Background: an optimization exercise with open tools, aiming at small area and a short achievable clock period. Do not read the settings as production practice.
At most, simulation tests tie the RTL to the original design; equivalence was not proved.
Power is estimated from default activity; no workload was simulated.

==> flow/design.v <==
module peripheral_packet_slave #(
  parameter int DEPTH        = 32,
  parameter int READ_LATENCY = 2
) (
  input  logic        clk,
  input  logic        reset,
  input  logic [3:0]  av_nativeaddress,
  input  logic [3:0]  av_byteenable,
  input  logic        av_read,
  input  logic        av_write,
  input  logic [31:0] av_writedata,
  output logic        av_waitrequest,
  output logic [31:0] av_readdata,
  output logic        av_readdatavalid,
  output logic        av_endofpacket,
  input  logic [31:0] st_data,
  input  logic        st_valid,
  input  logic        st_endofpacket,
  output logic        st_ready
);
  logic [32:0]   mem [32];
  logic [4:0]    wr_ptr, rd_ptr;
  logic [5:0]    pkt_cnt;
  logic          empty, full;
  logic          head_eop;   
  logic [31:0]   scratch [3:15];
  logic          flush, push, pop, rd_acc, clr, inc, dec;
  logic [4:0]    rd_inc;
  logic [5:0]    level, pkt_inc, pkt_dec;
  logic [31:0]   wd_r;
  logic          s0_vld, s0_eop;
  logic [7:0]    s0_mhi;     
  logic [3:0]    s0_mlo;     
  logic [3:0]    s0_ahi;     
  logic [3:0]    s0_alo;     
  logic [11:0]   s0_stat;    
  logic          s1_vld, s1_eop;
  logic [31:0]   s1_dat;
  pkt_slave_waitreq u_waitreq (
    .rd(av_read), .empty(empty), .addr(av_nativeaddress), .y(av_waitrequest)
  );
  pkt_slave_stready u_stready (
    .full(full), .reset(reset), .wr(av_write), .be0(av_byteenable[0]),
    .wd0(av_writedata[0]), .addr(av_nativeaddress), .y(st_ready)
  );
  assign flush    = av_write & (av_nativeaddress == 4'd2) & av_byteenable[0] & av_writedata[0];
  assign push     = st_valid & ~full & ~reset & ~flush;
  assign rd_acc   = av_read & ~av_write & ~(av_nativeaddress == 4'd0 & empty);
  assign pop      = av_read & ~av_write & (av_nativeaddress == 4'd0) & ~empty;
  assign clr      = reset | flush;
  assign level    = {full, wr_ptr - rd_ptr};
  assign rd_inc   = rd_ptr + 5'd1;
  assign inc      = push & st_endofpacket;
  assign dec      = pop & head_eop;
  pkt_slave_incdec u_pkt_incdec (.x(pkt_cnt), .inc(pkt_inc), .dec(pkt_dec));
  always_ff @(posedge clk) begin
    if (~full) mem[wr_ptr] <= {st_endofpacket, st_data};
  end
  always_ff @(posedge clk) begin
    if (clr) begin
      wr_ptr  <= '0;
      rd_ptr  <= '0;
      pkt_cnt <= '0;
      empty   <= 1'b1;
      full    <= 1'b0;
    end else begin
      if (push) wr_ptr <= wr_ptr + 5'd1;
      if (pop)  rd_ptr <= rd_inc;
      if (inc & ~dec)      pkt_cnt <= pkt_inc;
      else if (dec & ~inc) pkt_cnt <= pkt_dec;
      empty   <= (empty & ~push) | (level == 6'd1 & pop & ~push);
      full    <= (full & ~pop) | (level == 6'd31 & push & ~pop);
    end
  end
  logic [31:0] rd_oh;
  logic [10:0] eop_grp;
  logic [32:0] eop_nxt_src;
  logic [32:0] eop_nxt_sel;
  logic        next_eop, one_left;
  pkt_slave_dec32 u_rd_dec (.p(rd_ptr), .y(rd_oh));
  always_comb begin
    for (int i = 0; i < 32; i++) begin
      eop_nxt_src[i] = mem[(i + 1) % 32][32];
      eop_nxt_sel[i] = rd_oh[i];
    end
    eop_nxt_src[32] = 1'b0;
    eop_nxt_sel[32] = 1'b0;
  end
  for (genvar g = 0; g < 11; g++) begin : g_eop
    if (g < 10) begin : g_full
      pkt_slave_aoi222 u_aoi (
        .a0(eop_nxt_src[3*g]),   .s0(eop_nxt_sel[3*g]),
        .a1(eop_nxt_src[3*g+1]), .s1(eop_nxt_sel[3*g+1]),
        .a2(eop_nxt_src[3*g+2]), .s2(eop_nxt_sel[3*g+2]),
        .y (eop_grp[g])
      );
    end else begin : g_last
      assign eop_grp[g] = ~((eop_nxt_src[30] & eop_nxt_sel[30]) | (eop_nxt_src[31] & eop_nxt_sel[31]));
    end
  end
  assign next_eop = ~&eop_grp;
  assign one_left = (wr_ptr - rd_ptr == 5'd1) & ~full;
  always_ff @(posedge clk) begin
    if (pop)        head_eop <= one_left ? st_endofpacket : next_eop;
    else if (empty) head_eop <= st_endofpacket;
  end
  assign wd_r = av_writedata & {32{~reset}};
  always_ff @(posedge clk) begin
    for (int a = 3; a < 16; a++)
      for (int b = 0; b < 4; b++)
        if (reset | (av_write & (av_nativeaddress == 4'(a)) & av_byteenable[b]))
          scratch[a][8*b +: 8] <= wd_r[8*b +: 8];
  end
  always_ff @(posedge clk) begin
    s0_vld  <= ~reset & rd_acc;
    s0_eop  <= head_eop & (av_nativeaddress == 4'd0);
    for (int i = 0; i < 8; i++) s0_mhi[i] <= (av_nativeaddress == 4'd0) & (rd_ptr[4:2] == 3'(i));
    for (int i = 0; i < 4; i++) s0_mlo[i] <= (rd_ptr[1:0] == 2'(i));
    for (int i = 0; i < 4; i++) s0_ahi[i] <= (av_nativeaddress[3:2] == 2'(i));
    for (int i = 0; i < 4; i++) s0_alo[i] <= (av_nativeaddress[1:0] == 2'(i));
    s0_stat <= (av_nativeaddress == 4'd1) ? {pkt_cnt, level} : 12'd0;
  end
  logic [31:0] src [45];
  logic [44:0] sel;
  logic [14:0] grp [32];
  logic [31:0] rsp_dat;
  always_comb begin
    for (int i = 0; i < 32; i++) begin
      src[i] = mem[i][31:0];
      sel[i] = s0_mhi[i / 4] & s0_mlo[i % 4];
    end
    for (int k = 3; k < 16; k++) begin
      src[32 + k - 3] = scratch[k];
      sel[32 + k - 3] = s0_ahi[k / 4] & s0_alo[k % 4];
    end
  end
  for (genvar b = 0; b < 32; b++) begin : g_bit
    for (genvar g = 0; g < 15; g++) begin : g_grp
      pkt_slave_aoi222 u_aoi (
        .a0(src[3*g][b]),   .s0(sel[3*g]),
        .a1(src[3*g+1][b]), .s1(sel[3*g+1]),
        .a2(src[3*g+2][b]), .s2(sel[3*g+2]),
        .y (grp[b][g])
      );
    end
  end
  logic [31:0] stat_n;
  assign stat_n = ~{10'h000, s0_stat[11:6], 10'h000, s0_stat[5:0]};
  for (genvar b = 0; b < 32; b++) begin : g_or
    logic n0, n1, n2, n3, m0, m1;
    pkt_slave_nand4 u_n0 (.a(grp[b][0]),  .b(grp[b][1]),  .c(grp[b][2]),  .d(grp[b][3]),  .y(n0));
    pkt_slave_nand4 u_n1 (.a(grp[b][4]),  .b(grp[b][5]),  .c(grp[b][6]),  .d(grp[b][7]),  .y(n1));
    pkt_slave_nand4 u_n2 (.a(grp[b][8]),  .b(grp[b][9]),  .c(grp[b][10]), .d(grp[b][11]), .y(n2));
    if ((b < 6) || (b >= 16 && b < 22)) begin : g_st
      pkt_slave_nand4 u_n3 (.a(grp[b][12]), .b(grp[b][13]), .c(grp[b][14]), .d(stat_n[b]), .y(n3));
    end else begin : g_nost
      pkt_slave_nand3 u_n3 (.a(grp[b][12]), .b(grp[b][13]), .c(grp[b][14]), .y(n3));
    end
    pkt_slave_nor2  u_m0 (.a(n0), .b(n1), .y(m0));
    pkt_slave_nor2  u_m1 (.a(n2), .b(n3), .y(m1));
    pkt_slave_nand2 u_y  (.a(m0), .b(m1), .y(rsp_dat[b]));
  end
  always_ff @(posedge clk) begin
    s1_vld <= ~reset & s0_vld;
    s1_eop <= ~reset & s0_vld & s0_eop;
    s1_dat <= rsp_dat;
  end
  assign av_readdatavalid = s1_vld;
  assign av_readdata      = s1_dat;
  assign av_endofpacket   = s1_eop;
endmodule
module pkt_slave_aoi222 (
  input  logic a0, s0, a1, s1, a2, s2,
  output logic y
);
  assign y = ~((a0 & s0) | (a1 & s1) | (a2 & s2));
endmodule
module pkt_slave_waitreq (
  input  logic       rd, empty,
  input  logic [3:0] addr,
  output logic       y
);
  assign y = rd & (addr == 4'd0) & empty;
endmodule
module pkt_slave_stready (
  input  logic       full, reset, wr, be0, wd0,
  input  logic [3:0] addr,
  output logic       y
);
  assign y = ~full & ~reset & ~(wr & (addr == 4'd2) & be0 & wd0);
endmodule
module pkt_slave_incdec (
  input  logic [5:0] x,
  output logic [5:0] inc, dec
);
  assign inc = x + 6'd1;
  assign dec = x - 6'd1;
endmodule
module pkt_slave_nand4 (input logic a, b, c, d, output logic y);
  assign y = ~(a & b & c & d);
endmodule
module pkt_slave_nand3 (input logic a, b, c, output logic y);
  assign y = ~(a & b & c);
endmodule
module pkt_slave_nor2 (input logic a, b, output logic y);
  assign y = ~(a | b);
endmodule
module pkt_slave_nand2 (input logic a, b, output logic y);
  assign y = ~(a & b);
endmodule
module pkt_slave_dec32 (
  input  logic [4:0]  p,
  output logic [31:0] y
);
  always_comb
    for (int i = 0; i < 32; i++) y[i] = (p == 5'(i));
endmodule
clock: 4.5 ns
lec_check: 0
cap_margin: 20
core_margin: 2
core_utilization: 40
setup_slack_margin: 2.2
slew_margin: 20
synth_hierarchical: 1
standard.sh (not shown) runs the stock make flow with config.mk's settings and CLKGATE_MAP_FILE= SYNTH_SCRIPT=/design/flow/synth_recipe.tcl, a recipe that flattens the netlist after the stock synthesis.
==> flow/flow/run.sh <==
#!/bin/bash
bash standard.sh \
  BUFFER_PORTS_ARGS="-buffer_cell sky130_fd_sc_hd__buf_2" \
  CTS_ARGS="-sink_clustering_enable -repair_clock_nets -dont_use_dummy_load -sink_clustering_size 24 -sink_clustering_max_diameter 120" \
  finish > make.log 2>&1
==> next run, changes <==
--- a/flow/design.v
+++ b/flow/design.v
@@ -52,10 +52,22 @@
   assign rd_inc   = rd_ptr + 5'd1;
   assign inc      = push & st_endofpacket;
   assign dec      = pop & head_eop;
   pkt_slave_incdec u_pkt_incdec (.x(pkt_cnt), .inc(pkt_inc), .dec(pkt_dec));
+  logic [7:0] whi;
+  logic [3:0] wlo;
   always_ff @(posedge clk) begin
-    if (~full) mem[wr_ptr] <= {st_endofpacket, st_data};
+    if (clr) begin
+      whi <= 8'd1;
+      wlo <= 4'd1;
+    end else if (push) begin
+      wlo <= {wlo[2:0], wlo[3]};
+      if (wlo[3]) whi <= {whi[6:0], whi[7]};
+    end
+  end
+  always_ff @(posedge clk) begin
+    for (int i = 0; i < 32; i++)
+      if (~full & whi[i / 4] & wlo[i % 4]) mem[i] <= {st_endofpacket, st_data};
   end
   always_ff @(posedge clk) begin
     if (clr) begin
       wr_ptr  <= '0;
@@ -71,38 +83,10 @@
       empty   <= (empty & ~push) | (level == 6'd1 & pop & ~push);
       full    <= (full & ~pop) | (level == 6'd31 & push & ~pop);
     end
   end
-  logic [31:0] rd_oh;
-  logic [10:0] eop_grp;
-  logic [32:0] eop_nxt_src;
-  logic [32:0] eop_nxt_sel;
-  logic        next_eop, one_left;
-  pkt_slave_dec32 u_rd_dec (.p(rd_ptr), .y(rd_oh));
-  always_comb begin
-    for (int i = 0; i < 32; i++) begin
-      eop_nxt_src[i] = mem[(i + 1) % 32][32];
-      eop_nxt_sel[i] = rd_oh[i];
-    end
-    eop_nxt_src[32] = 1'b0;
-    eop_nxt_sel[32] = 1'b0;
-  end
-  for (genvar g = 0; g < 11; g++) begin : g_eop
-    if (g < 10) begin : g_full
-      pkt_slave_aoi222 u_aoi (
-        .a0(eop_nxt_src[3*g]),   .s0(eop_nxt_sel[3*g]),
-        .a1(eop_nxt_src[3*g+1]), .s1(eop_nxt_sel[3*g+1]),
-        .a2(eop_nxt_src[3*g+2]), .s2(eop_nxt_sel[3*g+2]),
-        .y (eop_grp[g])
-      );
-    end else begin : g_last
-      assign eop_grp[g] = ~((eop_nxt_src[30] & eop_nxt_sel[30]) | (eop_nxt_src[31] & eop_nxt_sel[31]));
-    end
-  end
-  assign next_eop = ~&eop_grp;
-  assign one_left = (wr_ptr - rd_ptr == 5'd1) & ~full;
   always_ff @(posedge clk) begin
-    if (pop)        head_eop <= one_left ? st_endofpacket : next_eop;
+    if (pop)        head_eop <= (rd_inc == wr_ptr) ? st_endofpacket : mem[rd_inc][32];
     else if (empty) head_eop <= st_endofpacket;
   end
   assign wd_r = av_writedata & {32{~reset}};
   always_ff @(posedge clk) begin
@@ -207,11 +191,4 @@
 endmodule
 module pkt_slave_nand2 (input logic a, b, output logic y);
   assign y = ~(a & b);
 endmodule
-module pkt_slave_dec32 (
-  input  logic [4:0]  p,
-  output logic [31:0] y
-);
-  always_comb
-    for (int i = 0; i < 32; i++) y[i] = (p == 5'(i));
-endmodule
Sequential cell count rises by 12.
Register-to-register slack gets worse by 0.29 ns.
Non-clock buffer count falls by 48.
Power barely changes.
Core utilization falls by 0.65 points.
Cell count rises by 2.1%.
Maximum frequency falls by 5.5%.
Routed wire length rises by 2.5%.
Hold slack gets worse by 0.019 ns.
Worst setup slack gets worse by 0.14 ns.
Clock-buffer cell count stays the same.
Design area is about the same.
Die area rises by 1.5%.
No functional check of the RTL was part of the second run of this note.

==> afterwards: timing with drivers on the ports <==
The flow's constraints put no driver on any port. The routed layouts listed below were extracted and timed again, unchanged, in two steps.
Step 1, drivers: a clkbuf_16 drives clk and a buf_2 each remaining input, both assumed.
Step 2 moves the port delays by t, midway between the first and last clock arrival at a register: inputs arrive t later, outputs are due t later. That takes back most of the time a late clock gives input paths.
a / b / c = ideal / step 1 / step 2; a / b = the first two.
run | t, ns | slack for setup (ns) | hold slack, ns
the first run | 0.740 | 2.028 / 1.989 / 1.566 | 0.455 / 0.468 / 0.479
the second run | 0.738 | 1.885 / 1.885 / 1.572 | 0.435 / 0.435 / 0.435
After both steps setup and hold are still met in every run listed. For the first run, which loses most, drivers alone change the setup slack by -0.039 ns; drivers and shift together by -0.462 ns.
